What follows belongs to an exercise in optimizing a design on an open flow for small area; a production flow would make more cautious choices.
The RTL of this run was laid out without a check of its function.
Power and IR drop assume default switching activity.

### flow/config.mk
export PLATFORM = sky130hd
export DESIGN_NAME = cgra_tile
export DESIGN_NICKNAME = cgra_tile
export VERILOG_FILES = /design/flow/design.v
export SDC_FILE = /design/flow/constraint.sdc
export NUM_CORES = 4
export LEC_CHECK = 0
export CAP_MARGIN = 20
export CELL_PAD_IN_SITES_DETAIL_PLACEMENT = 1
export CELL_PAD_IN_SITES_GLOBAL_PLACEMENT = 1
export CORE_MARGIN = 2
export CORE_UTILIZATION = 40
export SLEW_MARGIN = 20
### flow/constraint.sdc
create_clock -name core_clock -period 5.5 [get_ports {clk}]
set_input_delay 1.1000 -clock core_clock [delete_from_list [all_inputs] [get_ports {clk}]]
set_output_delay 1.1000 -clock core_clock [all_outputs]
set_load 0.01 [all_outputs]
### flow/design.v
`default_nettype none
package cgra_tile_pkg;
    localparam int DATA_W = 32;
    localparam int LOOP_W = 5;
    typedef struct packed {
        logic              valid;
        logic [DATA_W-1:0] data;
    } flit_t;
    localparam int FLIT_W = DATA_W + 1;
    typedef enum logic [4:0] {
        ADD, SUB, AND, OR, XOR, SHL, SHR, SELECT,
        LOAD_W, LOAD_H, LOAD_B,
        STORE_W, STORE_H, STORE_B,
        SET_LOOP, NOP
    } opcode_e;
    typedef enum logic [2:0] {
        SRC_NORTH  = 3'd0,
        SRC_EAST   = 3'd1,
        SRC_SOUTH  = 3'd2,
        SRC_WEST   = 3'd3,
        SRC_TREG   = 3'd4,
        SRC_UNUSED = 3'd7
    } src_e;
    typedef struct packed {
        logic [30:0] reserved;
        logic [15:0] constant;
        logic        pred_inv;
        logic        const_flag;
        opcode_e     opcode;
        logic        treg_we;
        src_e        pred_src;
        src_e        lhs_src;
        src_e        rhs_src;
    } ctrl_alu_t;
    typedef struct packed {
        logic [36:0]       reserved;
        logic [LOOP_W-1:0] loop_end;
        logic [LOOP_W-1:0] loop_start;
        logic              pred_inv;
        logic              const_flag;
        opcode_e           opcode;
        logic              treg_we;
        src_e              pred_src;
        src_e              lhs_src;
        src_e              rhs_src;
    } ctrl_loop_t;
    typedef union packed {
        ctrl_alu_t  alu;
        ctrl_loop_t loop;
    } ctrl_word_u;
    typedef struct packed {
        logic              valid;
        logic              fire;
        opcode_e           opcode;
        flit_t             rhs;
        flit_t             lhs;
        logic              use_const;
        logic [DATA_W-1:0] constant;
        logic              treg_we;
    } exec_t;
endpackage
`default_nettype wire
`default_nettype none
package cgra_mem_pkg;
    localparam int MEM_ADDR_W = 9;
    localparam int MEM_DATA_W = 32;
    localparam int MEM_BE_W   = MEM_DATA_W / 8;
    localparam logic [MEM_BE_W-1:0] BE_NONE = 4'b0000;
    localparam logic [MEM_BE_W-1:0] BE_WORD = 4'b1111;
    localparam logic [MEM_BE_W-1:0] BE_HALF = 4'b0011;
    localparam logic [MEM_BE_W-1:0] BE_BYTE = 4'b0001;
    typedef enum logic [1:0] {
        WORD = 2'd0,
        HALF = 2'd1,
        BYTE = 2'd2
    } mem_size_e;
    typedef struct packed {
        logic                  read;
        logic                  write;
        logic [MEM_ADDR_W-1:0] addr;
        logic [MEM_BE_W-1:0]   be;
        logic [MEM_DATA_W-1:0] wdata;
    } mem_req_t;
endpackage
`default_nettype wire
`timescale 1ns/1ps
`default_nettype none
module cgra_tile
(
    input  logic         clk,
    input  logic         reset,
    input  logic         i_start_exec,
    input  logic [63:0]  i_ctrl,
    input  logic [3:0]   i_flit_valid,
    input  logic [127:0] i_flit_data,
    input  logic [31:0]  i_mem_rdata,
    output logic         o_result_valid,
    output logic [31:0]  o_result_data,
    output logic         o_mem_read,
    output logic         o_mem_write,
    output logic [8:0]   o_mem_addr,
    output logic [3:0]   o_mem_be,
    output logic [31:0]  o_mem_wdata,
    output logic [4:0]   o_loop_start,
    output logic [4:0]   o_loop_end
);
    logic [2:0]  rs, ls, ps;
    logic [4:0]  op;
    logic        cf, pinv, twe;
    logic [15:0] k;
    assign rs   = i_ctrl[2:0];
    assign ls   = i_ctrl[5:3];
    assign ps   = i_ctrl[8:6];
    assign twe  = i_ctrl[9];
    assign op   = i_ctrl[14:10];
    assign cf   = i_ctrl[15];
    assign pinv = i_ctrl[16];
    assign k    = i_ctrl[32:17];
    logic        treg_v;
    logic [31:0] treg_d;
    function automatic logic pick_valid(input logic [2:0] src,
                                        input logic [3:0] fv,
                                        input logic tv);
        if (src[2])
            pick_valid = (src[1:0] == 2'd0) & tv;
        else
            pick_valid = fv[src[1:0]];
    endfunction
    logic [31:0] rhs_d, lhs_d;
    logic        rv, lv, pv, pnz;
    logic [3:0]  fnz;
    logic [4:0] rsel, lsel;
    always_comb
    begin
        for (int j = 0; j < 5; j++)
        begin
            rsel[j] = (rs == j[2:0]);
            lsel[j] = (ls == j[2:0]) & ~cf;
        end
        rhs_d = {32{rsel[4]}} & treg_d;
        lhs_d = {32{lsel[4]}} & treg_d;
        for (int j = 0; j < 4; j++)
        begin
            rhs_d = rhs_d | ({32{rsel[j]}} & i_flit_data[32*j +: 32]);
            lhs_d = lhs_d | ({32{lsel[j]}} & i_flit_data[32*j +: 32]);
        end
    end
    assign rv    = pick_valid(rs, i_flit_valid, treg_v);
    assign lv    = pick_valid(ls, i_flit_valid, treg_v);
    assign pv    = pick_valid(ps, i_flit_valid, treg_v);
    assign fnz[0] = |i_flit_data[31:0];
    assign fnz[1] = |i_flit_data[63:32];
    assign fnz[2] = |i_flit_data[95:64];
    assign fnz[3] = |i_flit_data[127:96];
    assign pnz    = ps[2] ? (|treg_d) : fnz[ps[1:0]];
    logic is_sel, pred_ok, fire;
    assign is_sel  = (op == 5'd7);
    assign pred_ok = (ps == 3'd7) | (pv & (pnz ^ pinv));
    assign fire    = i_start_exec & pred_ok &
                     (is_sel ? (rv | lv | cf)
                             : (((rs == 3'd7) | rv) & (cf | (ls == 3'd7) | lv)));
    logic [31:0] a, b;
    assign a = ({32{cf}} & {{16{k[15]}}, k}) | lhs_d;
    assign b = rhs_d;
    logic        op_add, op_sub, op_and, op_or, op_xor, op_shl, op_shr;
    logic        op_ld, op_st, sz_h, sz_b;
    assign op_add = (op == 5'd0);
    assign op_sub = (op == 5'd1);
    assign op_and = (op == 5'd2);
    assign op_or  = (op == 5'd3);
    assign op_xor = (op == 5'd4);
    assign op_shl = (op == 5'd5);
    assign op_shr = (op == 5'd6);
    assign op_ld  = (op == 5'd8) | (op == 5'd9) | (op == 5'd10);
    assign op_st  = (op == 5'd11) | (op == 5'd12) | (op == 5'd13);
    assign sz_h   = (op == 5'd9) | (op == 5'd12);
    assign sz_b   = (op == 5'd10) | (op == 5'd13);
    logic [31:0] bx;
    logic [15:0] pp, gg, G, P, sum_lo;
    logic        c16;
    assign bx = b ^ {32{op_sub}};
    assign pp = a[15:0] ^ bx[15:0];
    always_comb
    begin
        gg = a[15:0] & bx[15:0];
        G = gg;
        P = pp;
        G[0] = gg[0] | (pp[0] & op_sub);
        for (int d = 1; d < 16; d = d * 2)
            for (int i = 2*d - 1; i < 16; i = i + 2*d)
            begin
                G[i] = G[i] | (P[i] & G[i-d]);
                P[i] = P[i] & P[i-d];
            end
        for (int d = 4; d >= 1; d = d / 2)
            for (int i = 3*d - 1; i < 16; i = i + 2*d)
            begin
                G[i] = G[i] | (P[i] & G[i-d]);
                P[i] = P[i] & P[i-d];
            end
    end
    assign sum_lo = pp ^ {G[14:0], op_sub};
    assign c16    = G[15];
    logic [31:0] a_rev, sh_in, s0, s1, s2, s3, sh_out, sh_rev;
    always_comb
        for (int i = 0; i < 32; i++)
            a_rev[i] = a[31-i];
    assign sh_in  = op_shl ? a_rev : a;
    assign s0     = b[4] ? {16'd0, sh_in[31:16]} : sh_in;
    assign s1     = b[3] ? {8'd0,  s0[31:8]}     : s0;
    assign s2     = b[2] ? {4'd0,  s1[31:4]}     : s1;
    assign s3     = b[1] ? {2'd0,  s2[31:2]}     : s2;
    assign sh_out = b[0] ? {1'd0,  s3[31:1]}     : s3;
    always_comb
        for (int i = 0; i < 32; i++)
            sh_rev[i] = sh_out[31-i];
    logic [3:0]  tt;
    logic [31:0] lu;
    always_comb
    begin
        case (op)
            5'd2:                 tt = 4'b1000;             
            5'd3:                 tt = 4'b1110;             
            5'd4:                 tt = 4'b0110;             
            5'd7:                 tt = rv ? 4'b1010 : 4'b1100;
            5'd11, 5'd12, 5'd13:  tt = 4'b1010;             
            default:              tt = 4'b0000;
        endcase
        for (int i = 0; i < 32; i++)
            lu[i] = tt[{a[i], b[i]}];
    end
    logic [31:0] p_next;
    assign p_next = ({32{op_add | op_sub}} & {a[31:16], sum_lo})
                  | ({32{op_shl}} & sh_rev)
                  | ({32{op_shr}} & sh_out)
                  | lu;
    logic        fire1, twe1, ld1, st1, h1, b1, add1;
    logic [31:0] p1;
    logic [16:0] y1;
    always_ff @(posedge clk)
    begin
        if (reset)
        begin
            fire1 <= 1'b0;
            twe1  <= 1'b0;
        end
        else
        begin
            fire1 <= fire;
            twe1  <= i_start_exec & twe;
        end
        ld1 <= op_ld;
        st1 <= op_st;
        h1  <= sz_h;
        b1  <= sz_b;
        add1 <= op_add | op_sub;
        p1  <= p_next;
        y1  <= (op_add | op_sub) ? {c16, bx[31:16]} : {6'd0, a[10:0]};
    end
    always_ff @(posedge clk)
    begin
        if (reset)
        begin
            o_loop_start <= '0;
            o_loop_end   <= '0;
        end
        else if (i_start_exec && op == 5'd14)
        begin
            o_loop_start <= i_ctrl[21:17];
            o_loop_end   <= i_ctrl[26:22];
        end
    end
    logic [3:0] be1;
    logic       acc1;
    always_comb
    begin
        if (b1)
            be1 = 4'b0001 << y1[1:0];
        else if (h1)
            be1 = y1[0] ? 4'b0000 : (y1[1] ? 4'b1100 : 4'b0011);
        else
            be1 = 4'b1111;
    end
    assign acc1 = fire1 & ~(h1 & y1[0]);
    logic [15:0] sum_hi;
    assign sum_hi = p1[31:16] + y1[15:0] + {15'd0, y1[16]};
    logic fire2, twe2, ld2, st2;
    always_ff @(posedge clk)
    begin
        if (reset)
        begin
            o_mem_read  <= 1'b0;
            o_mem_write <= 1'b0;
            fire2       <= 1'b0;
            twe2        <= 1'b0;
        end
        else
        begin
            o_mem_read  <= acc1 & ld1;
            o_mem_write <= acc1 & st1;
            fire2       <= fire1;
            twe2        <= twe1;
        end
        ld2         <= ld1;
        st2         <= st1;
        o_mem_addr  <= y1[10:2];
        o_mem_be    <= be1;
        o_mem_wdata <= add1 ? {sum_hi, p1[15:0]} :
                       b1   ? {4{p1[7:0]}} : h1 ? {2{p1[15:0]}} : p1;
    end
    logic        fire3, twe3, ld3, st3;
    logic [3:0]  be3;
    logic [31:0] p3;
    always_ff @(posedge clk)
    begin
        if (reset)
        begin
            fire3 <= 1'b0;
            twe3  <= 1'b0;
        end
        else
        begin
            fire3 <= fire2;
            twe3  <= twe2;
        end
        ld3 <= ld2;
        st3 <= st2;
        be3 <= o_mem_be;
        p3  <= o_mem_wdata;
    end
    logic [31:0] ld_val, res;
    always_comb
    begin
        case (be3)
            4'b1111: ld_val = i_mem_rdata;
            4'b0011: ld_val = {16'd0, i_mem_rdata[15:0]};
            4'b1100: ld_val = {16'd0, i_mem_rdata[31:16]};
            4'b0001: ld_val = {24'd0, i_mem_rdata[7:0]};
            4'b0010: ld_val = {24'd0, i_mem_rdata[15:8]};
            4'b0100: ld_val = {24'd0, i_mem_rdata[23:16]};
            4'b1000: ld_val = {24'd0, i_mem_rdata[31:24]};
            default: ld_val = 32'd0;
        endcase
    end
    assign res = ld3 ? ld_val : (st3 ? 32'd0 : p3);
    always_ff @(posedge clk)
    begin
        if (reset)
        begin
            o_result_valid <= 1'b0;
            treg_v         <= 1'b0;
        end
        else
        begin
            o_result_valid <= fire3;
            if (twe3)
                treg_v <= fire3;
        end
        o_result_data <= res;
        if (twe3)
            treg_d <= res;
    end
endmodule
`default_nettype wire
### flow/flow/run.sh
#!/bin/bash
# The standard layout (standard.sh) with these changes to how it is made:
#  - abc maps with flow/abc_area_only.script: area-oriented rounds of
#    &dch and &nf with a relaxed delay target, and no buffering or upsizing
#    at the end; the flow's own timing repair then sizes what timing needs,
#  - port buffers use the smallest buffer cell,
#  - CTS adds no dummy loads and clusters up to 20 sinks per leaf buffer.
# The tools' logs are under orfs/logs; make's own output goes to
# make_finish.log here.
set -euo pipefail
here=$(pwd)
rm -rf "$here/scripts_mod"
cp -r "$FLOW_HOME/scripts" "$here/scripts_mod"
cp "$here/flow/abc_area_only.script" "$here/scripts_mod/abc_speed.script"
export SCRIPTS_DIR="$here/scripts_mod"
export BUFFER_PORTS_ARGS="-buffer_cell sky130_fd_sc_hd__buf_1"
export CTS_ARGS="-sink_clustering_enable -repair_clock_nets -dont_use_dummy_load -sink_clustering_size 20 -sink_clustering_max_diameter 80"
bash standard.sh finish > make_finish.log 2>&1
### flow/flow/abc_area_only.script
&get -n
&st
&dch
&nf -R 1000
&st
&dch -f
&nf -R 1000
&st
&dch -f
&nf -R 1000
&st
&dch -f
&nf -R 1000
&put
topo
stime -c
dnsize -c
### flow/standard.sh
#!/bin/bash
# synth_recipe.tcl (not shown) runs the flow's synth.tcl, then flattens the netlist and writes it again
# the make line also repeats each setting of config.mk as NAME=value (left out here)
make -C /OpenROAD-flow-scripts/flow DESIGN_CONFIG=/design/flow/config.mk WORK_HOME=/design/flow/orfs CLKGATE_MAP_FILE= SYNTH_SCRIPT=/design/flow/synth_recipe.tcl "${@:-finish}"
==> run_results.csv <==
group,metric,value,unit
power_and_ir_drop,power.density,294,nW/um2
die,die_height,180,um
routing,drc,0,
final_layout,drive_above_1_share,0.0768,
synthesis,synth-seq-cells,223,
routing,wl_per_cell,30.0,um
clock_tree,post_cts_buffers,0,
die,dieArea,32400,um2
grt,grt_pass1_vias,14500,
placed_design,placed_area,14900,um2
timing,holdWs,0.332,ns
final_layout,area.growth.synth_to_final,23.4,%
min_path,hp-class,"reg2reg",
synthesis,async_reset_ff_frac,0,
synthesis,muxShareOfSynthArea,0.0605,
clock_tree,cts_resized,0,
timing,tightest_slew,1.09,ns
critical_path,r2r_start,"treg_d[0]$_DFFE_PP_",
timing,setup_viol,0,
timing,relSlewSlack,0.273,
routing,wl,66.7,mm
synthesis,syn_avg_cell_area,8.72,um2
routing,dr.pass1.iters,11,
clock_tree,ctsLongestPathBuffers,3,
clock_tree,cts_hold_buf,0,
synthesis,syn_area,12400,um2
synthesis,synth-adder-area-share,0.0444,
placed_design,io_buffers,289,
synthesis,synth_enable_flop_cells,32,
power_and_ir_drop,max-vdd-ir-drop,0.000262,V
power_and_ir_drop,seqPwrFrac,0.439,
routing,vias,14700,
timing,tns,0,ns
clock_tree,cts_sinks,223,
synthesis,synth_cell_types,55,
critical_path,worstPathCellList,"buf_1, buf_4, nor2_2, a222oi_1, nand3_2, o21ai_2, fa_2, clkinv_1, a21o_1, a21oi_2, o21bai_1, a21oi_2, o21bai_1, a21oi_2, nor2_1, a211oi_2, buf_4, o21ai_1, nand3_1, nand2_1, fa_1, xnor2_1, o32a_1, o221ai_1",
final_layout,fin_cells,2221,
critical_path,reg2reg_to,"p1[15]$_DFF_P_",
clock_tree,cts-root-buf,"clkbuf_16",
power_and_ir_drop,switching_share,0.365,
routing,drtIter0Drc,2215,
synthesis,synth_xor_area_frac,0.0297,
critical_path,cp-start-kind,"input port",
min_path,hold_path_end,"ld3$_DFF_P_",
critical_path,crit_type,"in2reg",
routing,ant_nets,0,
clock_tree,clk-insertion-delay-late,0.49,ns
final_layout,multi_input_area,7650,um2
critical_path,regToRegSetupSlack,1.28,ns
power_and_ir_drop,intPower,2.86,mW
synthesis,yosysSeqAreaShare,0.386,
final_layout,fin_area,15300,um2
synthesis,synth_compound_area_frac,0.281,
synthesis,synth_flop_cell,"dfxtp_1",
clock_tree,cts_buffers,16,
critical_path,critical_path.slowest_cell,"fa_1",
grt,antenna_found_initial,2,
die,die_w,180,um
critical_path,reg2reg_depth,21,
routing,viasPerCell,6.63,
power_and_ir_drop,finalPower,4.50,mW
die,coreArea,30600,um2
clock_tree,cts_tree,"done",
power_and_ir_drop,p_switching,1.64,mW
clock_tree,htreeDepth,1,
synthesis,syn_nets,1692,
placed_design,gp_congestion,0.998,
power_and_ir_drop,combPwrFrac,0.327,
die,num_io_pins,321,
critical_path,critical_path_arrival,5.38,ns
min_path,min_from,"ld2$_DFF_P_",
timing,hold_viol_final,0,
min_path,hold_depth,0,
synthesis,synth_top_family_by_area,"compound AO/OA/AOI/OAI gates",
placed_design,dpl.cell_count,2202,
final_layout,fin_util,0.500,
timing,maxSlewViolCount,0,
run_status,status,"finished clean",
job,drv_cap,0,
timing,setup_ws,0.417,ns
grt,grt_max_degree,55,
timing,post-route-min-period,5.08,ns
timing,fmax,197,MHz
clock_tree,clkTransAtPathRegs,0.08,ns
grt,grt_pass1_wl,96.7,mm
die,fp-row-count,64,
synthesis,synth-simple-area-share,0.188,
critical_path,slowest_delay,0.46,ns
die,initial_core_util,0.405,
synthesis,ys_warn_count,1,
critical_path,path_common_cell,"a21oi_2",
critical_path,worst_setup_path_end_kind,"flip-flop",
grt,grt_overflow,0,
timing,clock_skew,0.0353,ns
timing,finalCritPeriodShare,0.924,
placed_design,dp_slack,0.0156,ns
final_layout,fin_nets,2094,
power_and_ir_drop,p_leak,5.60,nW
power_and_ir_drop,clkPwrFrac,0.234,
timing,rsz0062_at_grt,"false",
final_layout,fillerInstances,3795,
final_layout,final-seq-area,4780,um2
critical_path,cp_max_fo,13,
synthesis,synthCells,1423,
grt,grt_usage,0.396,
placed_design,hpwlAfterDp,53.7,mm
critical_path,required,5.79,ns
[sequential cells by signal, indices dropped and copies added, names as in the netlist, 4 cells and up]
register / cells
be3: 4
o_loop_end: 5
o_loop_start: 5
o_mem_addr: 9
o_mem_be: 4
o_mem_wdata: 32
o_result_data: 32
p1: 32
p3: 32
treg_d: 32
y1: 17
[routing by layer]
layer  GRT usage  wire (um)
met1       0.521      27000
met2       0.643      30200
met3      0.0784       6600
met5           0          0
met4       0.147       2960
[synthesized netlist by cell type (all sizes together), types with 6 or more instances]
| cell type | count | area share |
|---|---|---|
| nand2 | 242 | 0.073 |
| dfxtp | 191 | 0.31 |
| a21oi | 139 | 0.056 |
| o21ai | 125 | 0.050 |
| nor2 | 87 | 0.026 |
| a222oi | 76 | 0.061 |
| mux2i | 66 | 0.053 |
| nor4 | 37 | 0.019 |
| clkinv | 36 | 0.011 |
| a22oi | 35 | 0.021 |
| edfxtp | 32 | 0.077 |
| xnor2 | 31 | 0.022 |
| and3 | 30 | 0.015 |
| o221ai | 30 | 0.021 |
| ha | 28 | 0.028 |
| nand3 | 27 | 0.011 |
| a32o | 17 | 0.014 |
| a221oi | 16 | 0.011 |
| nor2b | 16 | 0.0081 |
| nand4 | 15 | 0.0076 |
| nor3 | 12 | 0.0048 |
| xor2 | 11 | 0.0078 |
| fa | 10 | 0.016 |
| a211oi | 9 | 0.0054 |
| a22o | 9 | 0.0064 |
| nand2b | 9 | 0.0045 |
| a31oi | 7 | 0.0035 |
| or4 | 7 | 0.0042 |
| a21o | 6 | 0.0036 |
| a221o | 6 | 0.0048 |
| and2 | 6 | 0.0030 |
[cell families after synthesis]
logic type	after synthesis
buffers and inverters	36
xor gates and xnor gates	42
and+or+nand+nor	507
adders and majority gates	38
DFF	223
muxes	71
AOI/OAI and AO/OA	506
[power groups by stage]
stage	Clock [mW]	Combinational [mW]	Sequential, mW
2_1_floorplan	0	0.746	1.99
3_3_place_gp	0	1.39	2.00
3_5_place_dp	0	1.42	2.01
4_1_cts	1.06	1.43	1.97
5_1_grt	1.12	1.57	1.99
6_report	1.05	1.47	1.98
[worst max path at each step]
stage | from | endpoint | slack (ns) | depth (start not counted)
6_report | i_ctrl[15] | p1[15]$_DFF_P_ | 0.42 | 24
5_1_grt | i_ctrl[15] | p1[15]$_DFF_P_ | 0.21 | 24
4_1_cts | i_ctrl[15] | p1[15]$_DFF_P_ | 0.47 | 24
3_5_place_dp | i_ctrl[15] | p1[15]$_DFF_P_ | 0.02 | 24
3_3_place_gp | i_ctrl[15] | p1[15]$_DFF_P_ | 0.09 | 24
2_1_floorplan | i_ctrl[0] | p1[15]$_DFF_P_ | 0.02 | 19
[final cells by class]
type                            instances  area share
Inverter                               36     0.00883
Timing Repair Buffer                  384       0.120
Tap cell                              396      0.0324
Antenna cell                            2    0.000327
Multi-Input combinational cell       1164       0.500
Sequential cell                       223       0.313
Clock buffer                           16      0.0262
[placed cells by master (no fill, tap or decap), drive strengths merged, types with 10 or more instances in the layout]
| cell | n |
|---|---|
| a22oi | 35 |
| nand3 | 27 |
| xnor2 | 31 |
| o21ai | 125 |
| nor2b | 16 |
| a221oi | 16 |
| a222oi | 76 |
| a32o | 17 |
| nor3 | 12 |
| a21oi | 139 |
| and3 | 30 |
| nand4 | 15 |
| edfxtp | 32 |
| nand2 | 242 |
| clkbuf | 16 |
| fa | 10 |
| nor4 | 37 |
| xor2 | 11 |
| dfxtp | 191 |
| nor2 | 87 |
| o221ai | 30 |
| mux2i | 66 |
| ha | 28 |
| clkinv | 36 |
| buf | 384 |
[critical path: cells and delay by family]
family / cells / cell delay (ns)
compound gates: 12 / 1.92
xor+xnor: 1 / 0.15
buf+inv: 4 / 0.88
fa+ha+maj: 2 / 0.68
simple gates: 5 / 0.62

## static timing again, ports no longer ideal
No port has a modelled driver above. Below, the same layout with a new extraction and two added sets of constraints.
Step 1, drivers: a clkbuf_16 drives clk and a buf_2 each remaining input, both assumed.
Step 2 moves the port delays by t, midway between the first and last clock arrival at a register: inputs arrive t later, outputs are due t later. That takes back most of the time a late clock gives input paths.
Three values: ideal, step 1, step 2; two values: the first two.
t, ns: 0.518
setup WS [ns]: 0.417 / 0.438 / -0.079
worst setup path at the end: input to register
cell pins on the clock port's net: 1
With both steps, setup timing fails in this run, where it was met with ideal ports. The setup slack of this run moves by +0.021 ns with the drivers and by -0.496 ns with both steps.
